What follows belongs to an exercise in optimizing a design on an open flow for small area and a short achievable clock period; a production flow would make more cautious choices. Function was checked by simulation only, so behaviour that the tests miss may differ from the original. Power is estimated from default activity; no workload was simulated.

==> design/flow/design.v <==
package vss_pkg;
  localparam int unsigned COUNT_WIDTH_DEF = 32;
  localparam int unsigned PROB_WIDTH_DEF  = 16;
  localparam int unsigned WIN_WIDTH       = 16;
  localparam int unsigned CFG_IDX_WIDTH   = 3;
  localparam logic [31:0] THRESH_RESET      = 32'd32768;
  localparam logic [31:0] GAP_RESET         = 32'd9830;
  localparam logic [WIN_WIDTH-1:0] WIN_RESET = 16'd1024;
  localparam logic [31:0] MIN_SIL_RESET     = 32'd0;
  localparam logic [31:0] SPLIT_PAUSE_RESET = 32'd1568;
  localparam logic [31:0] MIN_SPEECH_RESET  = 32'd1024;
  typedef enum logic [CFG_IDX_WIDTH-1:0] {
    CFG_THRESHOLD   = 3'd0,
    CFG_GAP         = 3'd1,
    CFG_WINDOW      = 3'd2,
    CFG_MIN_SILENCE = 3'd3,
    CFG_SPLIT_PAUSE = 3'd4,
    CFG_MIN_SPEECH  = 3'd5,
    CFG_MAX_SPEECH  = 3'd6
  } vss_cfg_idx_e;
  typedef enum logic [1:0] {
    REASON_SILENCE = 2'd0,
    REASON_SPLIT   = 2'd1,
    REASON_EOS     = 2'd2
  } vss_reason_e;
  typedef enum logic {
    KIND_PROB = 1'b0,
    KIND_EOS  = 1'b1
  } vss_kind_e;
endpackage
import vss_pkg::*;
module vss_cmp #(
  parameter int unsigned N = 32
) (
  input  logic [N-1:0] a_i,
  input  logic [N-1:0] nb_i,
  output logic         gt_o,
  output logic         lt_o
);
  if (N == 1) begin : g_leaf
    assign gt_o = a_i[0] & nb_i[0];
    assign lt_o = ~(a_i[0] | nb_i[0]);
  end else begin : g_node
    localparam int unsigned L = N / 2;
    logic gt_h, lt_h, gt_l, lt_l;
    vss_cmp #(.N(N - L)) u_h (.a_i(a_i[N-1:L]), .nb_i(nb_i[N-1:L]), .gt_o(gt_h), .lt_o(lt_h));
    vss_cmp #(.N(L))     u_l (.a_i(a_i[L-1:0]), .nb_i(nb_i[L-1:0]), .gt_o(gt_l), .lt_o(lt_l));
    assign gt_o = gt_h | (~lt_h & gt_l);
    assign lt_o = lt_h | (~gt_h & lt_l);
  end
endmodule
module vss_diff_cmp #(
  parameter int unsigned N = 32
) (
  input  logic [N-1:0] nx_i,       
  input  logic [N-1:0] y_i,
  input  logic [N-1:0] k_i,
  input  logic         borrow_i,   
  output logic         gt_o,       
  output logic         ge_o        
);
  logic [N-1:0] sp, cp;
  logic         z_gt, z_lt, c_top, s_gt, s_ge;
  assign sp = nx_i ^ (y_i ^ k_i);   
  assign cp = (nx_i & y_i) | (nx_i & k_i) | (y_i & k_i);
  vss_cmp #(.N(N)) u_cmp (.a_i({cp[N-2:0], 1'b0}), .nb_i(sp), .gt_o(z_gt), .lt_o(z_lt));
  assign c_top = ~cp[N-1];
  assign s_gt  = z_lt;    
  assign s_ge  = ~z_gt;   
  assign gt_o  = (c_top & s_gt) | (c_top & borrow_i) | (s_gt & borrow_i);
  assign ge_o  = (c_top & s_ge) | (c_top & borrow_i) | (s_ge & borrow_i);
endmodule
module vss_core #(
  parameter int unsigned COUNT_WIDTH = COUNT_WIDTH_DEF,
  parameter int unsigned PROB_WIDTH  = PROB_WIDTH_DEF
) (
  input  logic                   clk_i,
  input  logic                   rst_ni,
  input  logic                   step_i,
  input  logic                   kind_i,
  input  logic [PROB_WIDTH-1:0]  prob_i,
  input  logic [COUNT_WIDTH-1:0] stream_len_i,
  input  logic [PROB_WIDTH-1:0]  thresh_n_i,   
  input  logic [PROB_WIDTH-1:0]  gap_i,
  input  logic [WIN_WIDTH-1:0]   window_d_i,   
  input  logic [COUNT_WIDTH-1:0] min_sil_i,
  input  logic [COUNT_WIDTH-1:0] split_pause_i,
  input  logic [COUNT_WIDTH-1:0] min_speech_i,
  input  logic [COUNT_WIDTH-1:0] max_speech_i,
  output logic                   res_valid_o,
  output logic [1:0]             res_reason_o,
  output logic [COUNT_WIDTH-1:0] res_start_o,      
  output logic [COUNT_WIDTH-1:0] res_end_o         
);
  logic                   in_speech_q, sil_valid_q, pause_valid_q, resumed_q, sil_lt_open_q;
  logic [COUNT_WIDTH-1:0] count_q, next_nq, next_q, open_q, resume_q, sil_q, pend_q;
  logic [COUNT_WIDTH-1:0] count_d, sil_s;
  logic is_speech, is_silence, split_hit, long_pause, sil_ok, speech_ok;
  logic spk_gt, spk_lt, sil_gt, sil_lt;
  logic b_open, b_sil, b_run;
  logic max_gt, max_ge, sp_gt, sp_ge, msil_gt, msil_ge, msp_gt, msp_ge;
  logic [PROB_WIDTH-1:0] psn, pcn;
  logic [COUNT_WIDTH-1:0] next_n, sil_s_n;
  logic win, silence_br, resuming, res_valid;
  logic wr_open, wr_resume, wr_sil, wr_pend;
  vss_cmp #(.N(PROB_WIDTH)) u_spk (.a_i(prob_i), .nb_i(thresh_n_i), .gt_o(spk_gt), .lt_o(spk_lt));
  assign is_speech = !spk_lt;
  assign psn = thresh_n_i ^ (prob_i ^ gap_i);
  assign pcn = (thresh_n_i & prob_i) | (thresh_n_i & gap_i) | (prob_i & gap_i);
  vss_cmp #(.N(PROB_WIDTH)) u_sil (
    .a_i({pcn[PROB_WIDTH-2:0], 1'b0}), .nb_i(psn), .gt_o(sil_gt), .lt_o(sil_lt)
  );
  assign is_silence = ~pcn[PROB_WIDTH-1] & sil_lt;
  assign sil_s   = sil_valid_q ? sil_q : next_q;
  assign sil_s_n = ~sil_s;
  assign next_q  = ~next_nq;
  assign next_n  = next_nq;
  logic unused_b, unused_c;
  vss_cmp #(.N(COUNT_WIDTH)) u_b_open (.a_i(open_q), .nb_i(next_nq), .gt_o(b_open), .lt_o(unused_b));
  vss_cmp #(.N(COUNT_WIDTH)) u_b_sil (.a_i(sil_q), .nb_i(next_nq), .gt_o(b_sil), .lt_o(unused_c));
  assign b_run = sil_valid_q ? sil_lt_open_q : b_open;
  vss_diff_cmp #(.N(COUNT_WIDTH)) u_max (
    .nx_i(next_n), .y_i(open_q), .k_i(max_speech_i), .borrow_i(b_open), .gt_o(max_gt), .ge_o(max_ge)
  );
  vss_diff_cmp #(.N(COUNT_WIDTH)) u_sp (
    .nx_i(next_n), .y_i(sil_q), .k_i(split_pause_i), .borrow_i(b_sil), .gt_o(sp_gt), .ge_o(sp_ge)
  );
  vss_diff_cmp #(.N(COUNT_WIDTH)) u_msil (
    .nx_i(next_n), .y_i(sil_q), .k_i(min_sil_i), .borrow_i(b_sil), .gt_o(msil_gt), .ge_o(msil_ge)
  );
  vss_diff_cmp #(.N(COUNT_WIDTH)) u_msp (
    .nx_i(sil_s_n), .y_i(open_q), .k_i(min_speech_i), .borrow_i(b_run), .gt_o(msp_gt), .ge_o(msp_ge)
  );
  assign split_hit  = in_speech_q && (max_speech_i != '1) && max_gt;
  assign long_pause = sil_valid_q && sp_gt;
  assign sil_ok     = sil_valid_q ? msil_ge : (min_sil_i == '0);
  assign speech_ok  = msp_gt;
  assign win        = !kind_i;
  assign silence_br = win && !split_hit && is_silence && in_speech_q;
  assign resuming   = pause_valid_q && resumed_q;
  always_comb begin
    res_valid    = 1'b0;
    res_reason_o = REASON_SILENCE;
    if (kind_i == KIND_EOS) begin
      res_valid    = in_speech_q;
      res_reason_o = REASON_EOS;
    end else if (split_hit && !is_speech) begin
      res_valid    = 1'b1;
      res_reason_o = REASON_SPLIT;
    end else if (silence_br) begin
      res_valid = sil_ok && speech_ok;
    end
  end
  assign res_valid_o = res_valid;
  assign wr_open   = win && is_speech && !in_speech_q;
  assign wr_resume = win && is_speech && sil_valid_q && pause_valid_q && !resumed_q;
  assign wr_sil    = kind_i || !sil_valid_q;
  assign wr_pend   = silence_br && long_pause || res_valid && !(win && split_hit && pause_valid_q);
  always_ff @(posedge clk_i) begin
    if (step_i) begin
      if (wr_open || win && !is_speech && split_hit && resuming)
        open_q <= resuming ? resume_q : count_q;
      if (wr_resume || res_valid)
        resume_q <= wr_resume ? count_q : open_q;
      if (wr_sil) begin
        sil_q         <= next_q;
        sil_lt_open_q <= b_open;
      end
      if (wr_pend)
        pend_q <= kind_i ? stream_len_i : ((win && split_hit) ? next_q : sil_s);
    end
  end
  assign res_start_o = resume_q;
  assign res_end_o   = pend_q;
  assign count_d = !step_i ? count_q : (kind_i ? '0 : next_q);
  logic [WIN_WIDTH:0]               next_lo;
  logic [COUNT_WIDTH-WIN_WIDTH-1:0] count_hi_inc;
  logic [COUNT_WIDTH-1:0]           next_d;
  assign next_lo      = {1'b0, count_d[WIN_WIDTH-1:0]} + {1'b0, window_d_i};
  assign count_hi_inc = count_d[COUNT_WIDTH-1:WIN_WIDTH] + 1'b1;
  assign next_d       = {next_lo[WIN_WIDTH] ? count_hi_inc : count_d[COUNT_WIDTH-1:WIN_WIDTH],
                         next_lo[WIN_WIDTH-1:0]};
  always_ff @(posedge clk_i or negedge rst_ni) begin
    if (!rst_ni) begin
      count_q <= '0;
      next_nq <= ~(COUNT_WIDTH'(WIN_RESET));
    end else begin
      count_q <= count_d;
      next_nq <= ~next_d;
    end
  end
  always_ff @(posedge clk_i or negedge rst_ni) begin
    if (!rst_ni) begin
      in_speech_q   <= 1'b0;
      sil_valid_q   <= 1'b0;
      pause_valid_q <= 1'b0;
      resumed_q     <= 1'b0;
    end else if (step_i) begin
      if (kind_i) begin
        in_speech_q   <= 1'b0;
        sil_valid_q   <= 1'b0;
        pause_valid_q <= 1'b0;
        resumed_q     <= 1'b0;
      end else if (is_speech) begin
        in_speech_q <= 1'b1;
        sil_valid_q <= 1'b0;
        if (sil_valid_q && pause_valid_q) resumed_q <= 1'b1;
      end else if (split_hit) begin
        in_speech_q   <= resuming;
        sil_valid_q   <= 1'b0;
        pause_valid_q <= 1'b0;
        resumed_q     <= 1'b0;
      end else if (silence_br) begin
        if (res_valid) begin
          in_speech_q   <= 1'b0;
          sil_valid_q   <= 1'b0;
          pause_valid_q <= 1'b0;
          resumed_q     <= 1'b0;
        end else begin
          sil_valid_q <= 1'b1;
          if (long_pause) begin
            pause_valid_q <= 1'b1;
            resumed_q     <= 1'b0;
          end
        end
      end
    end
  end
endmodule
import vss_pkg::*;
module vad_speech_segmenter #(
  parameter int unsigned COUNT_WIDTH = COUNT_WIDTH_DEF,
  parameter int unsigned PROB_WIDTH  = PROB_WIDTH_DEF,
  localparam int unsigned CfgWidth   = (COUNT_WIDTH > PROB_WIDTH) ? COUNT_WIDTH : PROB_WIDTH
) (
  input  logic                     clk_i,
  input  logic                     rst_ni,
  input  logic                     cfg_we_i,
  input  logic [CFG_IDX_WIDTH-1:0] cfg_idx_i,
  input  logic [CfgWidth-1:0]      cfg_data_i,
  input  logic                     in_valid_i,
  output logic                     in_stall_o,
  input  logic                     kind_i,
  input  logic [PROB_WIDTH-1:0]    speech_prob_i,
  input  logic [COUNT_WIDTH-1:0]   stream_length_i,
  output logic                     out_valid_o,
  input  logic                     out_stall_i,
  output logic [COUNT_WIDTH-1:0]   seg_start_o,
  output logic [COUNT_WIDTH-1:0]   seg_end_o,
  output logic [1:0]               end_reason_o
);
  logic [PROB_WIDTH-1:0]  thresh_nq, gap_q;   
  logic [WIN_WIDTH-1:0]   window_q;
  logic [COUNT_WIDTH-1:0] min_sil_q, split_pause_q, min_speech_q, max_speech_q;
  logic                   in_valid_q;
  logic                   kind_q;
  logic [COUNT_WIDTH-1:0] payload_q;
  logic                   out_valid_q;
  logic [1:0]             reason_q;
  logic                   advance;
  logic [WIN_WIDTH-1:0]   window_d;
  logic                   res_valid;
  logic [1:0]             res_reason;
  logic [COUNT_WIDTH-1:0] res_start, res_end;
  assign advance    = in_valid_q && (!out_valid_q || !out_stall_i);
  assign in_stall_o = in_valid_q && out_valid_q && out_stall_i;
  always_ff @(posedge clk_i or negedge rst_ni) begin
    if (!rst_ni) begin
      thresh_nq     <= ~(PROB_WIDTH'(THRESH_RESET));
      gap_q         <= PROB_WIDTH'(GAP_RESET);
      window_q      <= WIN_RESET;
      min_sil_q     <= COUNT_WIDTH'(MIN_SIL_RESET);
      split_pause_q <= COUNT_WIDTH'(SPLIT_PAUSE_RESET);
      min_speech_q  <= COUNT_WIDTH'(MIN_SPEECH_RESET);
      max_speech_q  <= '1;
    end else if (cfg_we_i) begin
      case (cfg_idx_i)
        CFG_THRESHOLD:   thresh_nq     <= ~cfg_data_i[PROB_WIDTH-1:0];
        CFG_GAP:         gap_q         <= cfg_data_i[PROB_WIDTH-1:0];
        CFG_WINDOW:      window_q      <= cfg_data_i[WIN_WIDTH-1:0];
        CFG_MIN_SILENCE: min_sil_q     <= cfg_data_i[COUNT_WIDTH-1:0];
        CFG_SPLIT_PAUSE: split_pause_q <= cfg_data_i[COUNT_WIDTH-1:0];
        CFG_MIN_SPEECH:  min_speech_q  <= cfg_data_i[COUNT_WIDTH-1:0];
        CFG_MAX_SPEECH:  max_speech_q  <= cfg_data_i[COUNT_WIDTH-1:0];
        default: ;
      endcase
    end
  end
  assign window_d = (cfg_we_i && cfg_idx_i == CFG_WINDOW) ? cfg_data_i[WIN_WIDTH-1:0] : window_q;
  always_ff @(posedge clk_i or negedge rst_ni) begin
    if (!rst_ni) begin
      in_valid_q <= 1'b0;
    end else if (!in_stall_o) begin
      in_valid_q <= in_valid_i;
    end
  end
  always_ff @(posedge clk_i) begin
    if (!in_stall_o) begin
      kind_q    <= kind_i;
      payload_q <= kind_i ? stream_length_i
                          : {stream_length_i[COUNT_WIDTH-1:PROB_WIDTH], speech_prob_i};
    end
  end
  vss_core #(
    .COUNT_WIDTH(COUNT_WIDTH),
    .PROB_WIDTH (PROB_WIDTH)
  ) u_core (
    .clk_i          (clk_i),
    .rst_ni         (rst_ni),
    .step_i         (advance),
    .kind_i         (kind_q),
    .prob_i         (payload_q[PROB_WIDTH-1:0]),
    .stream_len_i   (payload_q),
    .thresh_n_i     (thresh_nq),
    .gap_i          (gap_q),
    .window_d_i     (window_d),
    .min_sil_i      (min_sil_q),
    .split_pause_i  (split_pause_q),
    .min_speech_i   (min_speech_q),
    .max_speech_i   (max_speech_q),
    .res_valid_o    (res_valid),
    .res_reason_o   (res_reason),
    .res_start_o    (res_start),
    .res_end_o      (res_end)
  );
  always_ff @(posedge clk_i or negedge rst_ni) begin
    if (!rst_ni) begin
      out_valid_q <= 1'b0;
    end else if (advance) begin
      out_valid_q <= res_valid;
    end else if (!out_stall_i) begin
      out_valid_q <= 1'b0;
    end
  end
  always_ff @(posedge clk_i) begin
    if (advance) reason_q <= res_reason;
  end
  assign out_valid_o  = out_valid_q;
  assign seg_start_o  = res_start;
  assign seg_end_o    = res_end;
  assign end_reason_o = reason_q;
endmodule
==> design/flow/flow/run.sh <==
#!/bin/bash
# Layout: the standard flow (standard.sh) with one change: buffer_ports, which puts a
# buffer on every input and output port, uses sky130_fd_sc_hd__buf_1 cells instead of the
# cell it picks by itself (the delay buffer clkdlybuf4s50_1). make's full output goes to
# orfs_make.log here; each tool's own log is under orfs/logs/.
set -euo pipefail
bash standard.sh "BUFFER_PORTS_ARGS=-buffer_cell sky130_fd_sc_hd__buf_1" finish > orfs_make.log 2>&1
==> design/flow/standard.sh <==
#!/bin/bash
# synth_recipe.tcl (not shown) runs the flow's synth.tcl, then flattens the netlist and writes it again
# the make line also repeats each setting of config.mk as NAME=value (left out here)
make -C /OpenROAD-flow-scripts/flow DESIGN_CONFIG=/design/flow/config.mk WORK_HOME=/design/flow/orfs CLKGATE_MAP_FILE= SYNTH_SCRIPT=/design/flow/synth_recipe.tcl "${@:-finish}"
==> design/flow/config.mk <==
export PLATFORM = sky130hd
export DESIGN_NAME = vad_speech_segmenter
export DESIGN_NICKNAME = vad_speech_segmenter
export VERILOG_FILES = /design/flow/design.v
export SDC_FILE = /design/flow/constraint.sdc
export NUM_CORES = 4
export LEC_CHECK = 0
export CAP_MARGIN = 20
export CORE_MARGIN = 2
export CORE_UTILIZATION = 55
export CTS_BUF_LIST = sky130_fd_sc_hd__clkbuf_8
export CTS_CLUSTER_DIAMETER = 50
export CTS_CLUSTER_SIZE = 16
export SETUP_SLACK_MARGIN = 5
export SLEW_MARGIN = 20
export TNS_END_PERCENT = 10
==> design/flow/constraint.sdc <==
create_clock -name core_clock -period 9.5 [get_ports {clk_i}]
set_input_delay 1.9000 -clock core_clock [delete_from_list [all_inputs] [get_ports {clk_i}]]
set_output_delay 1.9000 -clock core_clock [all_outputs]
set_load 0.01 [all_outputs]
==> results.py, run 1 <==
metrics = {
    "cells_and_area": {
        "diodes": 0,
        "drive_gt1_share_pct": 25.4,
        "layout.nets": 2625,
        "syn_to_final_growth_pct": 14.2,
        "regArea_mm2": 0.0112,
        "n_fill_cell": 3692,
        "multi_input_area_mm2": 0.0136,
        "post-route-util_pct": 63.3,
    },
    "synthesis": {
        "synthesis.nets": 2427,
        "synth_area_mm2": 0.0250,
        "synth_top_area_share_pct": 19.7,
        "synth_top_cell_by_area": "edfxtp_1",
        "async_flop_share_pct": 60.0,
        "synth.area.top_cells": "edfxtp_1 (20%), dfrtp_1 (16%), mux2_2 (11%)",
        "synth_edf_count": 164,
        "synth-main-ff-cell": "edfxtp_1",
        "yosysSeqAreaShare_pct": 44.8,
        "yosysMostFrequentCell": "mux2_2",
        "synth_cell_type_count": 91,
        "yosysWarnings": 2,
        "ys_ff_latch": 410,
        "syn_inst": 2177,
        "synth.avg_cell_area_um2": 11.5,
        "synth_commonest_cells": "mux2_2 (255), nand2_1 (187), edfxtp_1 (164)",
    },
    "pwr": {
        "power.switching_mw": 3.59,
        "internal_power_mw": 4.72,
        "pwr-share-clk_pct": 18.2,
        "power_frac_seq_pct": 34.4,
        "ir_worst_vdd_v": 0.000180,
        "leakage_nw": 11.3,
        "p_per_area_mw_per_mm2": 291,
        "comb_power_share_pct": 47.4,
        "swShare_pct": 43.2,
    },
    "setup_path": {
        "crit_slowest_cell": "or4_1",
        "crit_start": "u_core.sil_valid_q",
        "crit_path_end_kind": "flop",
        "criticalPathCategory": "flop to flop",
        "critical-path-max-stage-delay_ns": 0.56,
        "cp.arrival_ns": 4.95,
        "crit_path_start_kind": "flop",
        "crit_fanout": 18,
        "path_delay_family": "compound AO/OA/AOI/OAI gates",
        "crit_buf_inv": 2,
        "r2r-start": "u_core.sil_valid_q",
        "cp.required_ns": 9.85,
        "crit_chain": "inv_8 > mux2i_2 > fa_1 > or4_1 > a211oi_1 > a311oi_1 > o211ai_1 > nand4b_1 > a311oi_1 > a32oi_1 > o21ai_4 > a21oi_2 > o21ai_4 > buf_12",
    },
    "global_route": {
        "antenna_found_initial": 2,
        "overflow": 0,
        "grt_max_degree": 122,
        "grt_pass1_vias": 18766,
        "grt_pass1_wl_mm": 117,
        "grt_use_total_pct": 33.4,
    },
    "clock_network": {
        "clock-root-buffer": "clkbuf_8",
        "cts_tree": "done",
        "worstSkewPairLatency_ns": 0.67,
        "cts_buffers": 47,
        "h-tree-depth": 2,
        "clock_path_buffers": 3,
        "clk_pin_slew_ns": 0.09,
        "clock-sinks": 410,
    },
    "timing": {
        "tightest_slew_ns": 1.09,
        "final-hold-violation-count": 0,
        "setup_viol": 0,
        "grt_setup_unrepaired": "true",
        "fin_crit_sh_pct": 48.4,
        "period_needed_ns": 4.60,
        "fin_skew_ns": 0.0369,
        "tns_ns": 0,
        "max_freq_mhz": 217,
        "slew_headroom_pct": 26.4,
        "maxSlewViolCount": 0,
    },
    "placement": {
        "gp_congestion": 0.904,
        "hpwl_mm": 54.3,
        "io_buffers": 156,
    },
    "run": {
        "drv_cap": 0,
    },
    "die": {
        "io_pins": 157,
        "core_mm2": 0.0451,
        "dieArea_mm2": 0.0472,
        "rows": 78,
        "die_h_um": 217,
        "die_w_um": 217,
        "initial_core_util_pct": 55.5,
    },
    "run_status": {
        "status": "finished clean",
    },
    "hold_path": {
        "hp-class": "flop to flop",
        "worstHoldStart": "thresh_nq[0]",
    },
    "detailed_routing": {
        "drc_errors": 0,
        "vias": 19251,
        "routed_wl_mm": 78.1,
        "drt-initial-drc-count": 1500,
        "via_per_inst": 6.39,
        "drt_pass1_iterations": 5,
        "wl_per_cell_um": 25.9,
        "postRouteAntennaNets": 0,
    },
}
[layout by cell type, fill, tap and decap left out, drive strengths merged, types with 89 or more instances in the layout]
master,synthesis,routed
inv,97,113
dfstp,90,90
o21ai,133,133
edfxtp,164,164
dfrtp,156,156
nor2,89,89
nand2,189,191
a21oi,106,106
mux2,255,255
fa,114,114
buf,25,223
[kinds of logic after synthesis]
kind of cell	count (synthesis)	synth area share, %
AO/OA/AOI/OAI	568	15.2
buffers and inverters	179	3.04
XOR/XNOR	49	1.72
flip-flops	410	44.8
multiplexers	298	13.2
adder cells (fa/ha/maj)	196	12.9
AND/OR/NAND/NOR	477	9.15
[tightest hold or removal path, cell delays in order, from the launching register on]
cell and delay (ns):
dfstp_2 0.39, nand2_1 0.04, o21ai_0 0.07
[power groups by stage]
| stage | sequential (mW) | clock (mW) | combinational [mW] |
|---|---|---|---|
| 6_report | 2.86 | 1.51 | 3.94 |
| 5_1_grt | 2.92 | 1.61 | 4.28 |
| 4_1_cts | 2.86 | 1.54 | 3.76 |
| 3_5_place_dp | 2.90 | 0 | 3.48 |
| 3_3_place_gp | 2.89 | 0 | 3.39 |
| 2_1_floorplan | 2.70 | 0 | 2.52 |
[through the flow]
| step | area, um2 | instances | hold WS, ns | power (mW) | setup slack, ns |
|---|---|---|---|---|---|
| 2_1_floorplan | 25100 | 2177 | 0.448 | 5.22 | 4.32 |
| 3_3_place_gp | 26200 | 2868 | 0.485 | 6.28 | 3.51 |
| 6_report | 28500 | 3013 | 0.501 | 8.32 | 4.90 |
| 5_1_grt | 28500 | 3013 | 0.538 | 8.80 | 4.86 |
| 3_5_place_dp | 26200 | 2868 | 0.486 | 6.38 | 3.42 |
| 4_1_cts | 28100 | 2988 | 0.503 | 8.16 | 4.98 |
[worst paths after layout]
kind / to / slack, ns / cells past startpoint
worst max-delay path: u_core.resume_q[23] / 4.90 / 14
min in group asynchronous: split_pause_q[19] / 1.37 / 1
worst max register to register: u_core.resume_q[23] / 4.90 / 14
max in group asynchronous: min_speech_q[29] / 6.61 / 2
worst min register to register: thresh_nq[0] / 0.50 / 2
worst min-delay path: thresh_nq[0] / 0.50 / 2
[state kept, by name (all words and copies together) (netlist names), 32 cells and up]
name,count
max_speech_q,32
min_sil_q,32
min_speech_q,32
payload_q,32
split_pause_q,32
u_core.count_q,32
u_core.next_nq,32
u_core.open_q,32
u_core.pend_q,32
u_core.resume_q,32
u_core.sil_q,32
[cell type report]
| class | instances | area share [%] |
|---|---|---|
| repair buffers | 227 | 4.97 |
| well taps | 600 | 2.63 |
| inverters | 98 | 1.32 |
| multi-input cells | 1591 | 47.7 |
| flip-flops and latches | 410 | 39.3 |
| clock buffers | 49 | 2.36 |
| clock inverters | 38 | 1.76 |
[what timing repair did]
item / CTS / global route
endpoints found under the setup margin: 149 / 141
buffers inserted: 27 / 25
cloned: 6 / 0
pin swaps: 23 / 27
hold buffers: 0 / 0
gates resized for setup: 68 / 45
[per-layer routing]
metal  track usage, %  wire [um]  vias to the layer above
li1                 -          -                     8564
met1             45.3      32800                     9776
met2             53.8      36800                      738
met3             4.39       4810                      171
met4             15.0       3770                        2
met5                0         16                        -
==> inputs of run 2 (changes only) <==
--- a/design/flow/config.mk
+++ b/design/flow/config.mk
@@ -11,6 +11,6 @@
 export CTS_BUF_LIST = sky130_fd_sc_hd__clkbuf_8
 export CTS_CLUSTER_DIAMETER = 50
 export CTS_CLUSTER_SIZE = 16
+export GPL_TIMING_DRIVEN = 0
 export SETUP_SLACK_MARGIN = 5
 export SLEW_MARGIN = 20
-export TNS_END_PERCENT = 10
==> results.py, run 2 <==
metrics = {
    "run_status": {
        "status": "finished clean",
    },
    "synthesis": {
        "yosysMostFrequentCell": "mux2_2",
        "async_flop_share_pct": 60.0,
        "synth_top_cell_by_area": "edfxtp_1",
        "ys_ff_latch": 410,
        "synth_commonest_cells": "mux2_2 (255), nand2_1 (187), edfxtp_1 (164)",
        "syn_inst": 2177,
        "synth_area_mm2": 0.0250,
        "yosysWarnings": 2,
        "yosysSeqAreaShare_pct": 44.8,
        "synth.area.top_cells": "edfxtp_1 (20%), dfrtp_1 (16%), mux2_2 (11%)",
        "synth-main-ff-cell": "edfxtp_1",
        "synth_cell_type_count": 91,
        "synth_top_area_share_pct": 19.7,
        "synthesis.nets": 2427,
        "synth.avg_cell_area_um2": 11.5,
        "synth_edf_count": 164,
    },
    "detailed_routing": {
        "wl_per_cell_um": 26.6,
        "drc_errors": 0,
        "vias": 19775,
        "postRouteAntennaNets": 0,
        "drt-initial-drc-count": 1872,
        "routed_wl_mm": 83.1,
        "via_per_inst": 6.34,
        "drt_pass1_iterations": 5,
    },
    "cells_and_area": {
        "final_area_mm2": 0.0293,
        "layout_commonest_cell": "mux2_2",
        "drive_gt1_share_pct": 27.2,
        "layout.nets": 2731,
        "layout_common_cells": "mux2_2 (254), nand2_1 (183), edfxtp_1 (164), dfrtp_1 (155), buf_1 (153)",
        "syn_to_final_growth_pct": 17.3,
        "post-route-util_pct": 65.1,
    },
    "die": {
        "die_h_um": 217,
        "dieArea_mm2": 0.0472,
        "io_pins": 157,
        "initial_core_util_pct": 55.5,
        "rows": 78,
        "core_mm2": 0.0451,
        "die_w_um": 217,
    },
    "pwr": {
        "swShare_pct": 43.3,
        "power_frac_seq_pct": 33.1,
        "ir_worst_vdd_v": 0.000177,
        "power.switching_mw": 3.67,
        "comb_power_share_pct": 49.8,
        "internal_power_mw": 4.81,
        "pwr-share-clk_pct": 17.1,
        "power_mw": 8.48,
        "p_per_area_mw_per_mm2": 289,
        "leakage_nw": 11.7,
    },
    "setup_path": {
        "crit_path_start_kind": "input port",
        "crit_path_end_kind": "flop",
        "cp.arrival_ns": 5.84,
        "cp.required_ns": 10.08,
        "criticalPathCategory": "input port to flop",
        "crit_fanout": 5,
    },
    "run": {
        "drv_cap": 0,
    },
    "clock_network": {
        "clock_path_buffers": 3,
        "worstSkewPairLatency_ns": 0.67,
        "cts_hold_buffers": 0,
        "h-tree-depth": 2,
        "cts_buffers": 47,
        "clock-root-buffer": "clkbuf_8",
        "clk_pin_slew_ns": 0.09,
        "clock-sinks": 410,
        "cts_tree": "done",
    },
    "global_route": {
        "grt_max_degree": 36,
        "use_met2_pct": 58.6,
        "overflow": 0,
        "grt_use_total_pct": 35.7,
        "grt_pass1_wl_mm": 124,
        "antenna_found_initial": 1,
        "use_met1_pct": 46.6,
        "grt_use_met3_pct": 5.98,
        "grt-busiest-layer": "met2",
        "grt_pass1_vias": 19833,
    },
    "timing": {
        "fin_crit_sh_pct": 55.4,
        "slew_headroom_pct": 29.7,
        "tightest_slew_ns": 1.05,
        "period_needed_ns": 5.26,
        "max_freq_mhz": 190,
        "maxSlewViolCount": 0,
        "final-hold-violation-count": 0,
        "setup_viol": 0,
        "grt_setup_unrepaired": "true",
        "holdWs_ns": 0.512,
        "fin_skew_ns": 0.0341,
    },
    "hold_path": {
        "hp-class": "flop to flop",
    },
    "placement": {
        "placed_area_mm2": 0.0269,
        "hpwl_mm": 62.1,
        "gp_congestion": 0.949,
        "io_buffers": 153,
    },
}
run 2: power groups by stage:
stage               clock network, mW  logic [mW]  registers, mW
floorplan                           0        2.54           2.70
global placement                    0        3.52           2.85
detailed placement                  0        3.67           2.85
CTS                              1.47        3.88           2.81
global route                     1.54        4.54           2.86
finish                           1.45        4.22           2.81
run 2: cell families after synthesis:
| group | Yosys count | share of synthesized area (%) |
|---|---|---|
| and+or+nand+nor | 477 | 9.15 |
| adders and majority gates | 196 | 12.9 |
| AOI/OAI and AO/OA | 568 | 15.2 |
| DFF | 410 | 44.8 |
| xor gates and xnor gates | 49 | 1.72 |
| muxes | 298 | 13.2 |
| buffers and inverters | 179 | 3.04 |
run 2: layout make-up:
type / count / area, um2
Antenna cell: 1 / 2.50
Inverter: 98 / 383
Sequential cell: 410 / 11200
Tap cell: 600 / 751
Buffer: 81 / 579
Clock buffer: 51 / 702
Fill cell: 3620 / 15800
Clock inverter: 36 / 407
Timing Repair Buffer: 255 / 1690
Multi-Input combinational cell: 1588 / 13600
run 2: worst max-delay path, cell delays in order:
cell       delay (ns)
buf_8            0.10
nand2_8          0.05
nand2_4          0.06
clkbuf_16        0.16
clkbuf_16        0.14
clkbuf_16        0.15
buf_16           0.13
buf_12           0.12
o31ai_4          0.28
ha_4             0.18
inv_2            0.03
fa_2             0.34
nor2b_2          0.14
o21ai_2          0.08
a21oi_2          0.18
o21ai_2          0.10
a21boi_2         0.25
o2111ai_2        0.19
nand4b_1         0.26
a41o_4           0.31
and2_4           0.16
nand4_1          0.25
xor2_1           0.24
run 2: metrics by stage:
stage	setup WS [ns]	instances	setup TNS, ns
after detailed placement	2.60	2948	0
final	4.24	3120	0
after global routing	4.13	3119	0
after CTS	4.26	3065	0
after floorplan	4.32	2177	0
after global placement	-6.61	2930	-1240.14
run 2: path summary, 6_finish.rpt:
| kind | start | end | slack, ns | depth (start not counted) |
|---|---|---|---|---|
| min in group asynchronous | rst_ni | u_core.count_q[23] | 1.27 | 1 |
| worst min register to register | window_q[6] | window_q[6] | 0.51 | 1 |
| worst max-delay path | out_stall_i | u_core.next_nq[31] | 4.24 | 23 |
| max in group asynchronous | rst_ni | u_core.next_nq[1] | 7.11 | 4 |
| worst min-delay path | window_q[6] | window_q[6] | 0.51 | 1 |
| worst max register to register | kind_q | u_core.next_nq[31] | 4.40 | 19 |
run 2: routing by layer:
metal	vias up	share of wire, %
met5	-	0
met4	0	4.7
met3	186	6.4
met2	743	48
met1	10069	41
li1	8777	-
run 2: timing repair:
action                     CTS  global route
setup endpoints to repair  130           126
pin swaps                   20            40
gates cloned                 1             0
resized for setup           62            60
setup buffers               29            54
==> inputs of run 3 (changes only) <==
==> design/flow/config.mk (replaced) <==
export PLATFORM = sky130hd
export DESIGN_NAME = vad_speech_segmenter
export DESIGN_NICKNAME = vad_speech_segmenter
export VERILOG_FILES = /design/flow/design.v
export SDC_FILE = /design/flow/constraint.sdc
export NUM_CORES = 4
export LEC_CHECK = 0
export CAP_MARGIN = 5
export CORE_MARGIN = 2
export CORE_UTILIZATION = 70
export CTS_BUF_LIST = sky130_fd_sc_hd__clkbuf_8
export CTS_CLUSTER_DIAMETER = 50
export CTS_CLUSTER_SIZE = 16
export PLACE_DENSITY = 0.85
export SETUP_SLACK_MARGIN = 5
export SLEW_MARGIN = 5
==> results.py, run 3 <==
metrics = {
    "cells_and_area": {
        "syn_to_final_growth_pct": 13.4,
        "layout_common_cells": "mux2_2 (253), nand2_1 (179), edfxtp_1 (164), dfrtp_1 (154), buf_1 (150)",
        "drive_gt1_share_pct": 26.0,
        "post-route-util_pct": 80.1,
        "layout.nets": 2636,
        "n_fill_cell": 2114,
        "layout_commonest_cell": "mux2_2",
    },
    "timing": {
        "grt_setup_unrepaired": "true",
        "holdWs_ns": 0.499,
        "max_freq_mhz": 219,
        "setup_viol": 0,
        "fin_crit_sh_pct": 48.1,
        "maxSlewViolCount": 0,
        "final-hold-violation-count": 0,
        "period_needed_ns": 4.57,
        "fin_skew_ns": 0.0264,
        "slew_headroom_pct": 20.0,
        "tns_ns": 0,
        "tightest_slew_ns": 1.19,
    },
    "die": {
        "initial_core_util_pct": 70.6,
        "die_w_um": 193,
        "core_mm2": 0.0354,
        "die_h_um": 193,
        "io_pins": 157,
        "dieArea_mm2": 0.0372,
        "rows": 69,
    },
    "setup_path": {
        "criticalPathCategory": "flop to flop",
        "crit_fanout": 10,
        "cp.required_ns": 9.86,
        "critical-path-max-stage-delay_ns": 0.71,
        "crit_path_start_kind": "flop",
        "crit_path_end_kind": "flop",
        "crit_buf_inv": 1,
        "crit_cells": 13,
        "cp.arrival_ns": 4.93,
        "crit_chain": "fa_1 > o22ai_1 > or3_1 > o221ai_1 > o21ai_0 > a211oi_1 > or4_1 > a21oi_1 > nor2_1 > nor2_1 > a221o_1 > a21o_4 > buf_12",
        "rr_worst_depth": 13,
        "crit_slowest_cell": "dfstp_2",
        "path_delay_family": "compound AO/OA/AOI/OAI gates",
        "cpMostUsedCell": "nor2_1",
    },
    "synthesis": {
        "synth_cell_type_count": 91,
        "synth_area_mm2": 0.0250,
        "synth_top_cell_by_area": "edfxtp_1",
        "synth.area.top_cells": "edfxtp_1 (20%), dfrtp_1 (16%), mux2_2 (11%)",
        "yosysWarnings": 2,
        "syn_inst": 2177,
        "async_flop_share_pct": 60.0,
        "synthesis.nets": 2427,
        "ys_ff_latch": 410,
        "synth_commonest_cells": "mux2_2 (255), nand2_1 (187), edfxtp_1 (164)",
        "synth_top_area_share_pct": 19.7,
        "synth.avg_cell_area_um2": 11.5,
        "synth-main-ff-cell": "edfxtp_1",
        "yosysMostFrequentCell": "mux2_2",
        "yosysSeqAreaShare_pct": 44.8,
        "synth_edf_count": 164,
    },
    "detailed_routing": {
        "via_per_inst": 7.01,
        "drc_errors": 0,
        "drt-initial-drc-count": 2306,
        "drt_pass1_iterations": 9,
        "wl_per_cell_um": 26.8,
        "routed_wl_mm": 77.2,
        "postRouteAntennaNets": 0,
        "vias": 20199,
    },
    "pwr": {
        "internal_power_mw": 4.63,
        "leakage_nw": 11.3,
        "p_per_area_mw_per_mm2": 290,
        "swShare_pct": 43.7,
        "comb_power_share_pct": 49.2,
        "ir_worst_vdd_v": 0.000203,
        "power_frac_seq_pct": 34.8,
        "pwr-share-clk_pct": 16.0,
        "power.switching_mw": 3.60,
    },
    "clock_network": {
        "worstSkewPairLatency_ns": 0.66,
        "clock_path_buffers": 3,
        "cts_hold_buffers": 0,
        "clock-root-buffer": "clkbuf_8",
        "clock-sinks": 410,
        "cts_buffers": 43,
        "h-tree-depth": 2,
        "cts_tree": "done",
        "clk_pin_slew_ns": 0.09,
    },
    "hold_path": {
        "hp-class": "flop to flop",
        "whs_path_depth": 2,
    },
    "run": {
        "drv_cap": 0,
    },
    "placement": {
        "io_buffers": 156,
        "hpwl_mm": 52.4,
        "gp_congestion": 1.01,
    },
    "global_route": {
        "antenna_found_initial": 1,
        "grt_pass1_vias": 19275,
        "grt_pass1_wl_mm": 113,
        "grt_use_total_pct": 40.8,
        "grt_max_degree": 179,
        "overflow": 0,
    },
    "run_status": {
        "status": "finished clean",
    },
}
run 3: through the flow:
step	power [mW]	instances	setup slack [ns]	instance area, um2
finish	8.23	2882	4.93	28300
global route	8.62	2881	4.80	28300
CTS	7.81	2831	4.99	27600
detailed placement	6.33	2729	3.63	26100
global placement	6.16	2729	3.77	26100
floorplan	5.24	2177	4.32	25200
run 3: final cells by class:
| class | count | area [um2] | area share (%) |
|---|---|---|---|
| clock buffers | 48 | 661 | 2.33 |
| multi-input cells | 1591 | 13700 | 48.3 |
| repair buffers | 242 | 1500 | 5.30 |
| flip-flops and latches | 410 | 11200 | 39.5 |
| inverters | 98 | 380 | 1.34 |
| well taps | 461 | 577 | 2.03 |
| clock inverters | 31 | 325 | 1.15 |
| diodes | 1 | 2.50 | 0.00883 |
run 3: kinds of logic after synthesis:
logic type      share of synthesized area [%]
simple gates                             9.15
flops                                    44.8
fa+ha+maj                                12.9
mux                                      13.2
compound gates                           15.2
xor+xnor                                 1.72
buf+inv                                  3.04
run 3: final timing paths:
kind	from	end	slack, ns
max in group asynchronous	rst_ni	min_speech_q[23]	6.47
min reg2reg	thresh_nq[0]	thresh_nq[0]	0.50
max	u_core.next_nq[4]	u_core.pend_q[9]	4.93
min in group asynchronous	rst_ni	gap_q[4]	1.43
max reg2reg	u_core.next_nq[4]	u_core.pend_q[9]	4.93
min	thresh_nq[0]	thresh_nq[0]	0.50
run 3: power by group through the flow:
stage	clock network [mW]	registers (mW)	logic, mW
final	1.32	2.86	4.05
after floorplan	0	2.70	2.54
after CTS	1.32	2.86	3.63
after detailed placement	0	2.90	3.44
after global routing	1.39	2.90	4.33
after global placement	0	2.87	3.29
run 3: worst min-delay path, cell delays in order, from the launching register on:
cell	delay, ns
dfstp_2	0.39
nand2_1	0.05
o21ai_0	0.07
run 3: metal layers:
| layer | routed length [um] | vias up | global-route usage [%] |
|---|---|---|---|
| met2 | 35800 | 1333 | 65.0 |
| li1 | - | 8586 | - |
| met5 | 0 | - | 0 |
| met4 | 4970 | 0 | 22.2 |
| met3 | 7740 | 288 | 6.57 |
| met1 | 28600 | 9992 | 54.2 |
run 3: repair_timing:
action | CTS | global route
endpoints found under the hold margin | 0 | 0
cloned | 3 | 4
pin swaps | 22 | 33
setup endpoints to repair | 147 | 159
resized for setup | 48 | 76
setup buffers | 20 | 46
==> inputs of run 4 (changes only) <==
--- a/design/flow/config.mk
+++ b/design/flow/config.mk
@@ -7,10 +7,10 @@
 export LEC_CHECK = 0
 export CAP_MARGIN = 5
 export CORE_MARGIN = 2
-export CORE_UTILIZATION = 70
+export CORE_UTILIZATION = 65
 export CTS_BUF_LIST = sky130_fd_sc_hd__clkbuf_8
 export CTS_CLUSTER_DIAMETER = 50
 export CTS_CLUSTER_SIZE = 16
-export PLACE_DENSITY = 0.85
+export PLACE_DENSITY = 0.75
 export SETUP_SLACK_MARGIN = 5
 export SLEW_MARGIN = 5
==> results.py, run 4 <==
metrics = {
    "setup_path": {
        "crit_chain": "buf_4 > nor2_1 > maj3_1 > a221o_1 > a211oi_1 > a31oi_1 > o21ai_1 > maj3_4 > and2_4 > nor3_2 > a221o_2 > a21o_4 > buf_12",
        "crit_fanout": 7,
        "regToRegSetupSlack_ns": 4.99,
        "rr_worst_depth": 13,
        "crit_buf_inv": 2,
        "cp.arrival_ns": 4.90,
        "crit_path_end_kind": "flop",
        "r2r-start": "u_core.next_nq[18]",
        "crit_start": "u_core.next_nq[18]",
        "path_delay_family": "compound AO/OA/AOI/OAI gates",
        "criticalPathCategory": "flop to flop",
        "rr_endpoint": "u_core.pend_q[29]",
        "crit_slowest_cell": "dfstp_2",
        "crit_end": "u_core.pend_q[29]",
        "critical-path-max-stage-delay_ns": 0.60,
        "crit_cells": 13,
        "cp.required_ns": 9.90,
        "crit_path_start_kind": "flop",
    },
    "die": {
        "dieArea_mm2": 0.0401,
        "initial_core_util_pct": 66.2,
        "rows": 71,
        "die_h_um": 200,
        "io_pins": 157,
        "core_mm2": 0.0378,
        "die_w_um": 200,
    },
    "detailed_routing": {
        "drc_errors": 0,
        "drt-initial-drc-count": 1914,
        "routed_wl_mm": 77.1,
        "via_per_inst": 6.72,
        "vias": 19592,
        "postRouteAntennaNets": 0,
        "wl_per_cell_um": 26.5,
        "drt_pass1_iterations": 8,
    },
    "synthesis": {
        "synth.avg_cell_area_um2": 11.5,
        "synthesis.nets": 2427,
        "synth_top_area_share_pct": 19.7,
        "synth_area_mm2": 0.0250,
        "ys_ff_latch": 410,
        "synth_commonest_cells": "mux2_2 (255), nand2_1 (187), edfxtp_1 (164)",
        "synth_edf_count": 164,
        "yosysWarnings": 2,
        "synth_cell_type_count": 91,
        "synth_top_cell_by_area": "edfxtp_1",
        "synth.area.top_cells": "edfxtp_1 (20%), dfrtp_1 (16%), mux2_2 (11%)",
        "synth-main-ff-cell": "edfxtp_1",
        "async_flop_share_pct": 60.0,
        "yosysMostFrequentCell": "mux2_2",
        "yosysSeqAreaShare_pct": 44.8,
        "syn_inst": 2177,
    },
    "run": {
        "drv_cap": 0,
    },
    "timing": {
        "slew_headroom_pct": 20.0,
        "tightest_slew_ns": 1.20,
        "setup_viol": 0,
        "grt_setup_unrepaired": "true",
        "max_freq_mhz": 222,
        "fin_crit_sh_pct": 47.4,
        "tns_ns": 0,
        "maxSlewViolCount": 0,
        "period_needed_ns": 4.51,
        "fin_skew_ns": 0.0578,
        "final-hold-violation-count": 0,
    },
    "pwr": {
        "power.switching_mw": 3.57,
        "internal_power_mw": 4.60,
        "leakage_nw": 11.2,
        "pwr-share-clk_pct": 16.9,
        "p_per_area_mw_per_mm2": 290,
        "power_mw": 8.17,
        "comb_power_share_pct": 47.9,
        "power_frac_seq_pct": 35.2,
        "ir_worst_vdd_v": 0.000177,
        "swShare_pct": 43.7,
    },
    "placement": {
        "placed_area_mm2": 0.0262,
        "gp_congestion": 0.972,
        "io_buffers": 156,
        "hpwl_mm": 53.7,
    },
    "global_route": {
        "use_met1_pct": 51.6,
        "use_met2_pct": 61.4,
        "grt_use_total_pct": 38.6,
        "grt_pass1_wl_mm": 117,
        "grt_use_met3_pct": 7.22,
        "overflow": 0,
        "grt_max_degree": 161,
        "grt_pass1_vias": 19630,
        "grt-busiest-layer": "met2",
        "antenna_found_initial": 0,
    },
    "cells_and_area": {
        "layout_common_cells": "mux2_2 (253), nand2_1 (180), edfxtp_1 (164), dfrtp_1 (154), buf_1 (150)",
        "drive_gt1_share_pct": 25.3,
        "regArea_mm2": 0.0112,
        "diodes": 0,
        "layout.nets": 2618,
        "layout_commonest_cell": "mux2_2",
        "final_area_mm2": 0.0282,
        "multi_input_area_mm2": 0.0136,
        "n_fill_cell": 2634,
        "post-route-util_pct": 74.6,
        "syn_to_final_growth_pct": 12.6,
    },
    "clock_network": {
        "worstSkewPairLatency_ns": 0.67,
        "clock-sinks": 410,
        "cts_hold_buffers": 0,
        "cts_buffers": 44,
        "clk_pin_slew_ns": 0.09,
        "h-tree-depth": 2,
        "clock-root-buffer": "clkbuf_8",
        "clock_path_buffers": 3,
        "cts_tree": "done",
    },
    "run_status": {
        "status": "finished clean",
    },
    "hold_path": {
        "hp-class": "flop to flop",
    },
}
[run 4: what timing repair did]
action,4_1_cts,5_1_grt
endpoints found under the setup margin,145,155
resized for setup,38,71
pin swaps,11,25
setup buffers,17,30
cloned,3,0
[run 4: final cells by class]
type / instances / area share [%]
clock buffer: 48 / 2.35
clock inverter: 34 / 1.37
tap: 511 / 2.27
inverter: 98 / 1.35
sequential: 410 / 39.8
multi-input combinational: 1590 / 48.3
timing repair buffer: 224 / 4.57
[run 4: kinds of logic (layout without fill, tap and decap cells)]
| family | Yosys count | in the layout | share of synthesized area [%] |
|---|---|---|---|
| muxes | 298 | 298 | 13.2 |
| and+or+nand+nor | 477 | 478 | 9.15 |
| adders and majority gates | 196 | 196 | 12.9 |
| xor gates and xnor gates | 49 | 49 | 1.72 |
| DFF | 410 | 410 | 44.8 |
| buffers and inverters | 179 | 404 | 3.04 |
| AOI/OAI and AO/OA | 568 | 569 | 15.2 |
[run 4: worst min path at each step]
stage	cells past startpoint	endpoint	start	slack [ns]
2_1_floorplan	0	reason_q[1]	kind_q	0.45
3_3_place_gp	1	window_q[11]	window_q[11]	0.49
3_5_place_dp	1	window_q[12]	window_q[12]	0.49
4_1_cts	1	window_q[4]	window_q[4]	0.52
5_1_grt	1	window_q[8]	window_q[8]	0.53
6_report	1	window_q[15]	window_q[15]	0.52
[run 4: metal layers]
| layer | vias up | part of all wire (%) |
|---|---|---|
| met1 | 9800 | 39 |
| met3 | 213 | 8.9 |
| met2 | 1038 | 47 |
| met4 | 0 | 5.1 |
| met5 | - | 0 |
| li1 | 8541 | - |
[run 4: power by group through the flow]
stage               clock (mW)  combinational (mW)  sequential [mW]
finish                    1.38                3.91             2.87
global route              1.46                4.21             2.92
CTS                       1.39                3.63             2.86
detailed placement           0                3.46             2.90
global placement             0                3.34             2.88
floorplan                    0                2.54             2.70
[run 4: stage by stage]
stage,hold WS (ns),worst slack (ns),cells
after global placement,0.486,3.77,2783
after detailed placement,0.495,3.69,2783
final,0.515,4.99,2915
after floorplan,0.448,4.32,2177
after global routing,0.534,4.81,2915
after CTS,0.517,4.98,2885
==> inputs of run 5 (changes only) <==
--- a/design/flow/config.mk
+++ b/design/flow/config.mk
@@ -14,3 +14,4 @@
 export PLACE_DENSITY = 0.75
 export SETUP_SLACK_MARGIN = 5
 export SLEW_MARGIN = 5
+export TNS_END_PERCENT = 50
==> results.py, run 5 <==
metrics = {
    "pwr": {
        "swShare_pct": 43.7,
        "power.switching_mw": 3.50,
        "ir_worst_vdd_v": 0.000170,
        "power_frac_seq_pct": 35.8,
        "p_per_area_mw_per_mm2": 286,
        "leakage_nw": 11.1,
        "internal_power_mw": 4.50,
        "pwr-share-clk_pct": 16.3,
        "comb_power_share_pct": 47.8,
    },
    "synthesis": {
        "synth_top_area_share_pct": 19.7,
        "synth_cell_type_count": 91,
        "synth_area_mm2": 0.0250,
        "yosysSeqAreaShare_pct": 44.8,
        "synth_commonest_cells": "mux2_2 (255), nand2_1 (187), edfxtp_1 (164)",
        "synth-main-ff-cell": "edfxtp_1",
        "synth_edf_count": 164,
        "ys_ff_latch": 410,
        "syn_inst": 2177,
        "synth.area.top_cells": "edfxtp_1 (20%), dfrtp_1 (16%), mux2_2 (11%)",
        "synth_top_cell_by_area": "edfxtp_1",
        "async_flop_share_pct": 60.0,
        "synthesis.nets": 2427,
        "yosysMostFrequentCell": "mux2_2",
        "yosysWarnings": 2,
        "synth.avg_cell_area_um2": 11.5,
    },
    "die": {
        "dieArea_mm2": 0.0401,
        "core_mm2": 0.0378,
        "initial_core_util_pct": 66.2,
        "die_h_um": 200,
        "rows": 71,
        "die_w_um": 200,
        "io_pins": 157,
    },
    "setup_path": {
        "crit_fanout": 19,
        "crit_end": "u_core.next_nq[28]",
        "crit_path_start_kind": "input port",
        "crit_start": "out_stall_i",
        "cp.required_ns": 10.08,
        "rr_endpoint": "u_core.pend_q[8]",
        "criticalPathCategory": "input port to flop",
        "regToRegSetupSlack_ns": 5.00,
        "cp.arrival_ns": 5.22,
        "crit_path_end_kind": "flop",
        "r2r-start": "u_core.next_nq[16]",
        "rr_worst_depth": 13,
    },
    "timing": {
        "final-hold-violation-count": 0,
        "tns_ns": 0,
        "setup_viol": 0,
        "maxSlewViolCount": 0,
        "tightest_slew_ns": 1.28,
        "fin_crit_sh_pct": 48.9,
        "slew_headroom_pct": 13.8,
        "max_freq_mhz": 215,
        "period_needed_ns": 4.64,
        "fin_skew_ns": 0.0266,
        "holdWs_ns": 0.504,
        "worst_slack_ns": 4.86,
        "grt_setup_unrepaired": "true",
    },
    "run_status": {
        "status": "finished clean",
    },
    "detailed_routing": {
        "via_per_inst": 6.76,
        "postRouteAntennaNets": 0,
        "wl_per_cell_um": 25.9,
        "vias": 19624,
        "drt_pass1_iterations": 5,
        "drc_errors": 0,
        "routed_wl_mm": 75.3,
        "drt-initial-drc-count": 2049,
    },
    "cells_and_area": {
        "layout_common_cells": "mux2_2 (253), nand2_1 (182), edfxtp_1 (164), dfrtp_1 (154), buf_1 (150)",
        "syn_to_final_growth_pct": 11.8,
        "n_fill_cell": 2647,
        "layout_commonest_cell": "mux2_2",
        "layout.nets": 2609,
        "diodes": 0,
        "drive_gt1_share_pct": 24.7,
    },
    "hold_path": {
        "whs_path_depth": 2,
        "worstHoldStart": "thresh_nq[0]",
        "hp-class": "flop to flop",
    },
    "clock_network": {
        "cts_buffers": 43,
        "h-tree-depth": 2,
        "clock-sinks": 410,
        "worstSkewPairLatency_ns": 0.66,
        "clock-root-buffer": "clkbuf_8",
        "cts_tree": "done",
        "clk_pin_slew_ns": 0.10,
        "clock_path_buffers": 3,
    },
    "placement": {
        "gp_congestion": 0.938,
        "io_buffers": 156,
        "place_ws_ns": 3.56,
        "hpwl_mm": 52.5,
    },
    "global_route": {
        "use_met1_pct": 51.9,
        "grt-busiest-layer": "met2",
        "grt_use_met3_pct": 6.83,
        "grt_pass1_wl_mm": 115,
        "overflow": 0,
        "antenna_found_initial": 0,
        "grt_use_total_pct": 37.5,
        "use_met2_pct": 57.7,
        "grt_pass1_vias": 19086,
        "grt_max_degree": 135,
    },
    "run": {
        "drv_cap": 0,
    },
}
run 5: cell counts after synthesis:
Identical to the previous run, type by type.
run 5: timing repair:
action	CTS	global route
buffers inserted	18	21
pin swaps	16	30
gates cloned	3	2
setup endpoints to repair	150	157
hold buffers	0	0
gates resized for setup	43	54
run 5: power by group through the flow:
stage | sequential (mW) | clock [mW] | combinational (mW)
after floorplan | 2.70 | 0 | 2.53
after global placement | 2.88 | 0 | 3.30
after detailed placement | 2.90 | 0 | 3.42
after CTS | 2.86 | 1.32 | 3.57
after global routing | 2.92 | 1.39 | 4.13
final | 2.87 | 1.31 | 3.83
run 5: critical path, cell delays in order:
cell and delay, ns:
buf_2 0.15, nand2_8 0.13, nand2_8 0.14, o31ai_4 0.37, ha_4 0.19, inv_2 0.04, fa_2 0.34, nor2b_2 0.15
o21ai_2 0.10, a21oi_2 0.17, o21ai_2 0.10, a21boi_2 0.20, o2111ai_2 0.18, nand4b_1 0.19, a41o_2 0.26, buf_4 0.15
nand2_8 0.08, nor3_4 0.23, xnor2_1 0.15
run 5: worst min path at each step:
stage | endpoint | slack (ns)
after floorplan | reason_q[1] | 0.45
after global placement | window_q[11] | 0.49
after detailed placement | thresh_nq[0] | 0.49
after CTS | thresh_nq[0] | 0.50
after global routing | thresh_nq[6] | 0.53
final | thresh_nq[0] | 0.50
run 5: cell families after synthesis:
group	share of synthesized area [%]
AOI/OAI and AO/OA	15.2
and+or+nand+nor	9.15
DFF	44.8
muxes	13.2
adders and majority gates	12.9
buffers and inverters	3.04
xor gates and xnor gates	1.72
run 5: layer usage:
layer | up-vias | share of wire, % | routed length [um]
met5 | - | 0 | 0
met4 | 0 | 5.3 | 4010
met3 | 204 | 8.7 | 6570
met2 | 971 | 46 | 34600
met1 | 9923 | 40 | 30200
li1 | 8526 | - | -
run 5: through the flow:
step / power [mW] / instances / utilization [%] / instance area, um2
3_5_place_dp: 6.32 / 2781 / 69.2 / 26100
4_1_cts: 7.74 / 2881 / 72.9 / 27500
6_report: 8.00 / 2904 / 74.1 / 28000
2_1_floorplan: 5.23 / 2177 / - / 25200
3_3_place_gp: 6.18 / 2781 / 69.2 / 26100
5_1_grt: 8.45 / 2904 / 74.1 / 28000
run 5: cell type report:
| class | count | area [um2] | area share, % |
|---|---|---|---|
| inverter | 98 | 380 | 1.36 |
| clock buffer | 46 | 633 | 2.26 |
| multi-input combinational | 1592 | 13600 | 48.6 |
| clock inverter | 33 | 328 | 1.17 |
| tap | 511 | 639 | 2.29 |
| sequential | 410 | 11200 | 40.1 |
| timing repair buffer | 214 | 1180 | 4.23 |
==> inputs of run 6 (changes only) <==
--- a/design/flow/config.mk
+++ b/design/flow/config.mk
@@ -11,7 +11,7 @@
 export CTS_BUF_LIST = sky130_fd_sc_hd__clkbuf_8
 export CTS_CLUSTER_DIAMETER = 50
 export CTS_CLUSTER_SIZE = 16
+export GPL_ROUTABILITY_DRIVEN = 0
 export PLACE_DENSITY = 0.75
 export SETUP_SLACK_MARGIN = 5
 export SLEW_MARGIN = 5
-export TNS_END_PERCENT = 50
==> results.py, run 6 <==
metrics = {
    "setup_path": {
        "crit_fanout": 5,
        "cp.arrival_ns": 5.09,
        "cp.required_ns": 10.08,
        "crit_path_start_kind": "input port",
        "r2r-start": "payload_q[14]",
        "crit_path_end_kind": "flop",
        "crit_start": "cfg_idx_i[0]",
        "criticalPathCategory": "input port to flop",
    },
    "clock_network": {
        "h-tree-depth": 2,
        "clock_path_buffers": 3,
        "clock-sinks": 410,
        "cts_buffers": 44,
        "cts_hold_buffers": 0,
        "clk_pin_slew_ns": 0.09,
        "clock-root-buffer": "clkbuf_8",
        "worstSkewPairLatency_ns": 0.67,
        "cts_tree": "done",
    },
    "detailed_routing": {
        "routed_wl_mm": 76.4,
        "drt_pass1_iterations": 7,
        "vias": 19989,
        "drc_errors": 0,
        "drt-initial-drc-count": 2241,
        "via_per_inst": 6.80,
        "postRouteAntennaNets": 0,
        "wl_per_cell_um": 26.0,
    },
    "timing": {
        "fin_skew_ns": 0.0298,
        "tightest_slew_ns": 1.13,
        "fin_crit_sh_pct": 47.5,
        "period_needed_ns": 4.51,
        "final-hold-violation-count": 0,
        "setup_viol": 0,
        "grt_setup_unrepaired": "true",
        "max_freq_mhz": 222,
        "maxSlewViolCount": 0,
        "worst_slack_ns": 4.99,
        "slew_headroom_pct": 24.2,
        "tns_ns": 0,
    },
    "synthesis": {
        "synth_area_mm2": 0.0250,
        "synthesis.nets": 2427,
        "synth.avg_cell_area_um2": 11.5,
        "yosysMostFrequentCell": "mux2_2",
        "synth_top_cell_by_area": "edfxtp_1",
        "synth_cell_type_count": 91,
        "synth_adder_area_share_pct": 12.9,
        "yosys.area_share.simple_pct": 9.15,
        "muxShareOfSynthArea_pct": 13.2,
        "syn_inst": 2177,
        "yosysWarnings": 2,
        "synth.area.top_cells": "edfxtp_1 (20%), dfrtp_1 (16%), mux2_2 (11%)",
        "synth_compound_area_share_pct": 15.2,
        "synth-main-ff-cell": "edfxtp_1",
        "yosysSeqAreaShare_pct": 44.8,
        "synth_edf_count": 164,
        "synth_commonest_cells": "mux2_2 (255), nand2_1 (187), edfxtp_1 (164)",
        "ys_ff_latch": 410,
        "synth-xor-area-share_pct": 1.72,
        "synth_top_area_share_pct": 19.7,
        "async_flop_share_pct": 60.0,
        "synth_top_family_by_area": "compound AO/OA/AOI/OAI gates",
    },
    "hold_path": {
        "hp-class": "flop to flop",
        "worstHoldStart": "thresh_nq[3]",
    },
    "run_status": {
        "status": "finished clean",
    },
    "die": {
        "dieArea_mm2": 0.0401,
        "die_w_um": 200,
        "rows": 71,
        "initial_core_util_pct": 66.2,
        "core_mm2": 0.0378,
        "io_pins": 157,
        "die_h_um": 200,
    },
    "cells_and_area": {
        "n_fill_cell": 2555,
        "multi_input_area_mm2": 0.0137,
        "layout_commonest_cell": "mux2_2",
        "regArea_mm2": 0.0112,
        "drive_gt1_share_pct": 26.1,
        "layout_common_cells": "mux2_2 (251), nand2_1 (182), edfxtp_1 (164), dfrtp_1 (155), buf_1 (151)",
        "layout.nets": 2643,
        "syn_to_final_growth_pct": 13.6,
    },
    "pwr": {
        "leakage_nw": 11.2,
        "ir_worst_vdd_v": 0.000185,
        "p_per_area_mw_per_mm2": 288,
    },
    "global_route": {
        "grt_pass1_wl_mm": 114,
        "grt_use_total_pct": 37.4,
        "antenna_found_initial": 1,
        "overflow": 0,
        "grt_max_degree": 143,
        "grt_pass1_vias": 19221,
    },
    "placement": {
        "place_ws_ns": 3.73,
        "io_buffers": 156,
        "hpwl_mm": 52.4,
    },
    "run": {
        "drv_cap": 0,
    },
}
[run 6: cell count changes in the layout (fill, tap and decap cells not counted), sizes merged]
cell,delta
diode,+1
clkinvlp,+5
clkinv,+5
o21ai,+1
nand2,-2
inv,-6
buf,+33
[run 6: repair_timing]
item,in CTS,in global routing
buffers inserted,32,38
hold endpoints to repair,0,0
resized for setup,41,76
endpoints found under the setup margin,145,134
cloned,4,1
pin swaps,21,34
[run 6: area by class of cell]
| cell class | count | share of cell area [%] |
|---|---|---|
| inverters | 98 | 1.34 |
| diodes | 1 | 0.00881 |
| clock buffers | 45 | 2.18 |
| flip-flops and latches | 410 | 39.5 |
| clock inverters | 37 | 1.21 |
| repair buffers | 248 | 5.23 |
| multi-input cells | 1591 | 48.3 |
| well taps | 511 | 2.25 |
[run 6: kinds of logic after synthesis]
logic type | Yosys count
adders and majority gates | 196
buffers and inverters | 179
xor gates and xnor gates | 49
DFF | 410
and+or+nand+nor | 477
muxes | 298
AOI/OAI and AO/OA | 568
[run 6: report_power, final]
| part | leakage (nW) | switching, mW | internal (mW) |
|---|---|---|---|
| clock | 0.482 | 0.724 | 0.557 |
| sequential | 4.46 | 0.536 | 2.34 |
| combinational | 6.30 | 2.31 | 1.72 |
| total | 11.2 | 3.57 | 4.61 |
[run 6: metrics by stage]
stage | util [%] | cells | total power, mW | cell area (um2) | hold WS (ns)
after detailed placement | 69.4 | 2783 | 6.33 | 26200 | 0.493
after global routing | 75.2 | 2940 | 8.59 | 28400 | 0.520
after floorplan | - | 2177 | 5.24 | 25200 | 0.448
after CTS | 73.4 | 2901 | 7.79 | 27700 | 0.515
final | 75.2 | 2941 | 8.18 | 28400 | 0.514
after global placement | 69.4 | 2783 | 6.19 | 26200 | 0.487
[run 6: final timing paths]
path                                 endpoint  slack (ns)  cells past startpoint
setup / recovery           u_core.next_nq[29]        4.99                     17
hold / removal                   thresh_nq[3]        0.51                      2
setup reg to reg           u_core.resume_q[5]        5.01                     10
hold reg to reg                  thresh_nq[3]        0.51                      2
max in group asynchronous   split_pause_q[28]        6.29                      3
min in group asynchronous   split_pause_q[16]        1.30                      1
[run 6: critical path, cell delays in order]
cell,delay [ns]
buf_12,0.11
nor4bb_4,0.34
clkbuf_16,0.20
buf_6,0.09
mux2_4,0.31
ha_4,0.29
nor2b_4,0.14
o21ai_2,0.08
a21oi_2,0.20
o21ai_2,0.11
a21boi_2,0.18
o2111ai_2,0.17
nand4b_1,0.18
a41o_4,0.25
and4_4,0.25
nand4_1,0.11
xnor2_1,0.16
[run 6: per-layer routing]
| metal | vias up | routed length, um | GRT usage, % |
|---|---|---|---|
| met2 | 1228 | 34800 | 57.9 |
| met5 | - | 0 | 0 |
| met1 | 9886 | 29700 | 51.2 |
| met3 | 283 | 7050 | 6.56 |
| met4 | 0 | 4850 | 19.6 |
| li1 | 8592 | - | - |
==> inputs of run 7 (changes only) <==
--- a/design/flow/config.mk
+++ b/design/flow/config.mk
@@ -11,7 +11,6 @@
 export CTS_BUF_LIST = sky130_fd_sc_hd__clkbuf_8
 export CTS_CLUSTER_DIAMETER = 50
 export CTS_CLUSTER_SIZE = 16
-export GPL_ROUTABILITY_DRIVEN = 0
 export PLACE_DENSITY = 0.75
-export SETUP_SLACK_MARGIN = 5
+export SETUP_SLACK_MARGIN = 4.8
 export SLEW_MARGIN = 5
==> results.py, run 7 <==
metrics = {
    "synthesis": {
        "synth_commonest_cells": "mux2_2 (255), nand2_1 (187), edfxtp_1 (164)",
        "yosysSeqAreaShare_pct": 44.8,
        "synthesis.nets": 2427,
        "synth_area_mm2": 0.0250,
        "yosysWarnings": 2,
        "synth.area.top_cells": "edfxtp_1 (20%), dfrtp_1 (16%), mux2_2 (11%)",
        "synth_top_area_share_pct": 19.7,
        "yosysMostFrequentCell": "mux2_2",
        "synth.avg_cell_area_um2": 11.5,
        "synth-main-ff-cell": "edfxtp_1",
        "synth_top_cell_by_area": "edfxtp_1",
        "async_flop_share_pct": 60.0,
        "synth_cell_type_count": 91,
        "synth_edf_count": 164,
        "syn_inst": 2177,
        "ys_ff_latch": 410,
    },
    "cells_and_area": {
        "multi_input_area_mm2": 0.0135,
        "regArea_mm2": 0.0112,
        "drive_gt1_share_pct": 23.5,
        "layout_commonest_cell": "mux2_2",
        "layout.nets": 2590,
        "syn_to_final_growth_pct": 10.8,
        "n_fill_cell": 2675,
        "diodes": 0,
        "post-route-util_pct": 73.4,
        "layout_common_cells": "mux2_2 (254), nand2_1 (182), edfxtp_1 (164), dfrtp_1 (156), buf_1 (151)",
    },
    "setup_path": {
        "crit_path_start_kind": "flop",
        "cp.arrival_ns": 4.96,
        "cp.required_ns": 9.87,
        "crit_path_end_kind": "flop",
        "criticalPathCategory": "flop to flop",
        "crit_chain": "fa_1 > a2111oi_1 > o41ai_2 > and3_1 > o21ai_0 > a211oi_1 > or4_1 > a21oi_1 > nor2_1 > nor2_1 > a221o_1 > a21o_4 > buf_12",
        "crit_slowest_cell": "dfstp_2",
        "cpMostUsedCell": "nor2_1",
        "crit_fanout": 14,
        "critical-path-max-stage-delay_ns": 0.76,
        "path_delay_family": "compound AO/OA/AOI/OAI gates",
        "crit_buf_inv": 1,
    },
    "die": {
        "initial_core_util_pct": 66.2,
        "io_pins": 157,
        "dieArea_mm2": 0.0401,
        "die_w_um": 200,
        "die_h_um": 200,
        "rows": 71,
        "core_mm2": 0.0378,
    },
    "global_route": {
        "grt_max_degree": 79,
        "grt_pass1_vias": 18944,
        "overflow": 0,
        "grt_pass1_wl_mm": 113,
        "grt_use_total_pct": 37.2,
        "antenna_found_initial": 0,
    },
    "timing": {
        "tightest_slew_ns": 1.20,
        "fin_skew_ns": 0.0256,
        "fin_crit_sh_pct": 48.3,
        "slew_headroom_pct": 20.0,
        "max_freq_mhz": 218,
        "grt_setup_unrepaired": "false",
        "setup_viol": 0,
        "final-hold-violation-count": 0,
        "period_needed_ns": 4.59,
        "tns_ns": 0,
        "worst_slack_ns": 4.91,
        "holdWs_ns": 0.513,
        "maxSlewViolCount": 0,
    },
    "detailed_routing": {
        "routed_wl_mm": 74.4,
        "via_per_inst": 6.67,
        "drc_errors": 0,
        "drt-initial-drc-count": 1700,
        "postRouteAntennaNets": 0,
        "wl_per_cell_um": 25.8,
        "drt_pass1_iterations": 6,
        "vias": 19249,
    },
    "pwr": {
        "p_per_area_mw_per_mm2": 285,
        "internal_power_mw": 4.47,
        "comb_power_share_pct": 47.2,
        "swShare_pct": 43.4,
        "leakage_nw": 11.0,
        "ir_worst_vdd_v": 0.000188,
        "power_frac_seq_pct": 36.6,
        "power.switching_mw": 3.43,
        "power_mw": 7.90,
        "pwr-share-clk_pct": 16.2,
    },
    "clock_network": {
        "clock-sinks": 410,
        "cts_buffers": 41,
        "cts_tree": "done",
        "h-tree-depth": 2,
        "clock_path_buffers": 3,
        "clock-root-buffer": "clkbuf_8",
        "cts_hold_buffers": 0,
        "worstSkewPairLatency_ns": 0.66,
        "clk_pin_slew_ns": 0.10,
    },
    "run_status": {
        "status": "finished clean",
    },
    "placement": {
        "io_buffers": 156,
        "hpwl_mm": 53.1,
        "place_ws_ns": 3.64,
        "gp_congestion": 0.928,
    },
    "hold_path": {
        "hp-class": "flop to flop",
    },
    "run": {
        "drv_cap": 0,
    },
}
[run 7: layout make-up]
class                           instances  area share [%]
Clock buffer                           43            2.14
Clock inverter                         33            1.21
Inverter                               98            1.37
Multi-Input combinational cell       1589            48.6
Sequential cell                       410            40.4
Tap cell                              511            2.31
Timing Repair Buffer                  200            3.91
[run 7: path summary, 6_finish.rpt]
kind,from,end,slack [ns],depth (start not counted)
max in group asynchronous,rst_ni,min_speech_q[28],6.64,2
worst max register to register,u_core.next_nq[12],u_core.pend_q[14],4.91,13
worst min-delay path,window_q[8],window_q[8],0.51,1
worst max-delay path,u_core.next_nq[12],u_core.pend_q[14],4.91,13
worst min register to register,window_q[8],window_q[8],0.51,1
min in group asynchronous,rst_ni,split_pause_q[16],1.32,1
[run 7: kinds of logic after synthesis]
group                      share of synthesized area [%]
adders and majority gates                           12.9
xor gates and xnor gates                            1.72
AOI/OAI and AO/OA                                   15.2
buffers and inverters                               3.04
DFF                                                 44.8
and+or+nand+nor                                     9.15
muxes                                               13.2
[run 7: timing repair]
action / CTS / global route
pin swaps: 7 / 25
resized for setup: 24 / 56
buffers inserted: 6 / 15
endpoints found under the setup margin: 119 / 117
cloned: 2 / 1
[run 7: routing by layer]
metal | track usage [%] | share of wire [%] | up-vias
li1 | - | - | 8478
met1 | 49.8 | 40 | 9636
met2 | 58.2 | 46 | 949
met3 | 6.96 | 8.1 | 186
met4 | 19.7 | 5.9 | 0
met5 | 0 | 0 | -
[run 7: power groups by stage]
stage               Clock (mW)  Sequential (mW)  Combinational, mW
floorplan                    0             2.70               2.54
global placement             0             2.88               3.32
detailed placement           0             2.90               3.43
CTS                       1.29             2.87               3.51
global route              1.36             2.94               4.02
finish                    1.28             2.89               3.73
[run 7: metrics by stage]
stage | instances | instance area, um2
floorplan | 2177 | 25200
global placement | 2784 | 26200
detailed placement | 2784 | 26200
CTS | 2868 | 27300
global route | 2884 | 27700
finish | 2884 | 27700
